What follows belongs to an exercise in optimizing a design on an open flow for small area, a short achievable clock period and few clock cycles per item; a production flow would make more cautious choices. In this exercise RTL edits were held to simulation tests only and were not proved equivalent to the original. Power and IR drop assume default switching activity.

Setup of south:
// pack_cell_extreme_aggregator_top
module pack_cell_extreme_aggregator_top #(
  parameter int PACKS = pcea_pkg::PACKS_DEFAULT
) (
  input  logic                            clk,
  input  logic                            rst_n,
  input  logic                            in_tvalid,
  output logic                            in_tready,
  input  logic [pcea_pkg::IN_DATA_W-1:0]  in_tdata,
  input  logic                            in_tuser,
  output logic                            out_tvalid,
  input  logic                            out_tready,
  output logic [pcea_pkg::OUT_DATA_W-1:0] out_tdata
);
Size: ~7400 cells after synthesis, about 2000 flip-flops, roughly 0.094 sq mm of cells after synthesis.
clock: 9.0 ns
lec_check: 0
cap_margin: 20
core_margin: 2
core_utilization: 40
slew_margin: 20
run.sh (not shown) runs the stock make flow with config.mk's settings and CLKGATE_MAP_FILE= SYNTH_SCRIPT=/design/flow/synth_recipe.tcl, a recipe that flattens the netlist after the stock synthesis.
Testbench counts of south, summed over its fixed seeds: cycles 16,984, evals 1,288.
Inputs modified between south and middle:
# south
export LEC_CHECK = 0
export CAP_MARGIN = 20
export CORE_MARGIN = 2
export CORE_UTILIZATION = 40
export SLEW_MARGIN = 20
create_clock -name core_clock -period 9.0 [get_ports {clk}]
# middle
export LEC_CHECK = 0
export CAP_MARGIN = 20
export CORE_MARGIN = 2
export CORE_UTILIZATION = 40
export SETUP_SLACK_MARGIN = 4.7
export SLEW_MARGIN = 20
create_clock -name core_clock -period 9.0 [get_ports {clk}]
Findings:
- Per the comparison of middle with south, area added between synthesis and finish rose by 0.41 points, post-CTS setup buffer count rose by 1.
- | routing usage on met1 | south vs middle | ≈ equal |
- Against south as the reference, middle delivers a higher clock network power share.
- Wire length up 0.41% in middle wrt south
- Status: worst hold slack after final layout parity (south, middle)

========
Another version of the RTL of pack_cell_extreme_aggregator_top (not shown whole).
Size: roughly 7000 cells after synthesis, about 2000 flip-flops, about 200 I/O pins.
Settings: LEC_CHECK=0, CAP_MARGIN=20, CORE_MARGIN=2, CORE_UTILIZATION=72, CTS_CLUSTER_DIAMETER=80, CTS_CLUSTER_SIZE=24, PLACE_DENSITY=0.8, SETUP_SLACK_MARGIN=5, SLEW_MARGIN=20; clock period 9.0 ns.
Testbench counts at the start, summed over its fixed seeds: cycles 16,984, evals 1,288.
Next try:
--- a/flow/config.mk
+++ b/flow/config.mk
@@ -8,8 +8,7 @@
 export CAP_MARGIN = 20
 export CORE_MARGIN = 2
-export CORE_UTILIZATION = 72
+export CORE_UTILIZATION = 40
 export CTS_CLUSTER_DIAMETER = 80
 export CTS_CLUSTER_SIZE = 24
-export PLACE_DENSITY = 0.8
 export SETUP_SLACK_MARGIN = 5
 export SLEW_MARGIN = 20
After rerunning: The changed run went through all stages and came out clean. Critical path depth stays the same. Worst hold slack is worse by 0.0068 ns. Utilization shrinks by 34 points. Final cell count grows by 15%. Via count shrinks by about 3%. Combinational power grows by about 2%. Final area grows by 2.9%. First-iteration DRC count shrinks by about 30%. Clock power grows by about 20%. Worst setup slack is better by 0.033 ns. Sequential power is about the same.
Next try:
--- a/flow/config.mk
+++ b/flow/config.mk
@@ -8,7 +8,8 @@
 export CAP_MARGIN = 20
 export CORE_MARGIN = 2
-export CORE_UTILIZATION = 40
+export CORE_UTILIZATION = 66
 export CTS_CLUSTER_DIAMETER = 80
-export CTS_CLUSTER_SIZE = 24
+export CTS_CLUSTER_SIZE = 30
+export PLACE_DENSITY = 0.75
 export SETUP_SLACK_MARGIN = 5
 export SLEW_MARGIN = 20
First-iteration DRC count climbs by 21%. Cell area fell by 2.4%. Utilization is higher by 28 points. Power drops by 3.8%. Synthesized area does not change. Flip-flop and latch count stays the same. Cell count shrinks by 12%.
Next try:
--- a/flow/config.mk
+++ b/flow/config.mk
@@ -8,8 +8,7 @@
 export CAP_MARGIN = 20
 export CORE_MARGIN = 2
-export CORE_UTILIZATION = 66
-export CTS_CLUSTER_DIAMETER = 80
+export CORE_UTILIZATION = 40
+export CTS_CLUSTER_DIAMETER = 100
 export CTS_CLUSTER_SIZE = 30
-export PLACE_DENSITY = 0.75
 export SETUP_SLACK_MARGIN = 5
 export SLEW_MARGIN = 20
After rerunning:
- power is about the same
- wire length rises by about 2.4%
- synthesized area is unchanged
- fmax falls by 0.84%
- core utilization falls by 28 points
- combinational power is about the same
- worst setup slack got worse by 0.034 ns
- via count falls by about 3%
- critical path depth stays the same
- non-clock buffer count falls by 7
Next try:
--- a/flow/config.mk
+++ b/flow/config.mk
@@ -9,6 +9,4 @@
 export CORE_MARGIN = 2
 export CORE_UTILIZATION = 40
-export CTS_CLUSTER_DIAMETER = 100
-export CTS_CLUSTER_SIZE = 30
 export SETUP_SLACK_MARGIN = 5
 export SLEW_MARGIN = 20
Result: The new run passed the timing, design-rule and antenna checks; worst setup slack gets better by 0.017 ns; cell area increases by a few percent; maximum frequency came out higher slightly; global-route usage climbs by 0.34 points; wire length went up slightly; hold slack degrades by 0.013 ns; final cell count climbs by a few percent.
Next try:
--- a/flow/config.mk
+++ b/flow/config.mk
@@ -8,5 +8,8 @@
 export CAP_MARGIN = 20
 export CORE_MARGIN = 2
-export CORE_UTILIZATION = 40
+export CORE_UTILIZATION = 60
+export CTS_CLUSTER_DIAMETER = 100
+export CTS_CLUSTER_SIZE = 30
+export PLACE_DENSITY = 0.7
 export SETUP_SLACK_MARGIN = 5
 export SLEW_MARGIN = 20
Cell count came out lower by 12%.
Hold slack gets better by 0.0052 ns.
Utilization came out higher by 20 points.
Final area went down by 5.8%.
Flip-flop and latch count is unchanged.
Setup slack improved by 0.041 ns.
Combinational power came out lower by about 3%.
Area after synthesis is unchanged.
Wire length is lower by 5.9%.

port drivers added, routing unchanged:
In the flow no input, the clock included, has a driving cell. The finished layouts below were timed again as built, in two steps.
Step 1 (the two cells are an assumption about what drives the block):
set clk [get_ports {clk}]
set_driving_cell -lib_cell sky130_fd_sc_hd__clkbuf_16 $clk
set_driving_cell -lib_cell sky130_fd_sc_hd__buf_2 [delete_from_list [all_inputs] $clk]
Step 2 adds t to the input delays and takes it off the output delays; t is the mean of the earliest and latest rising clock arrival at the registers after step 1. Input paths then give back, and output paths get back, about the clock's delay inside the block.
a / b / c = ideal / step 1 / step 2; a / b = the first two.
run	t, ns	setup WS [ns]	worst data-port slew with drivers (ns)	pins driven straight from the clock port
south	0.937	4.449 / 4.449 / 3.629	0.08	1
middle	0.926	4.823 / 4.823 / 3.970	0.10	1
the first run of note 2	0.822	4.913 / 4.913 / 4.367	0.16	1
the second run of note 2	0.879	4.946 / 4.946 / 4.308	0.20	1
the third run of note 2	0.833	5.035 / 5.035 / 4.395	0.07	1
the fourth run of note 2	0.836	5.002 / 5.002 / 4.377	0.20	1
the fifth run of note 2	0.941	5.019 / 5.019 / 4.140	0.22	1
the sixth run of note 2	0.799	5.060 / 5.060 / 4.496	0.10	1
After both steps setup and hold are still met in every run listed. The setup slack of the fifth run of note 2, which loses most, moves by 0.000 ns with the drivers and by -0.879 ns with both steps.
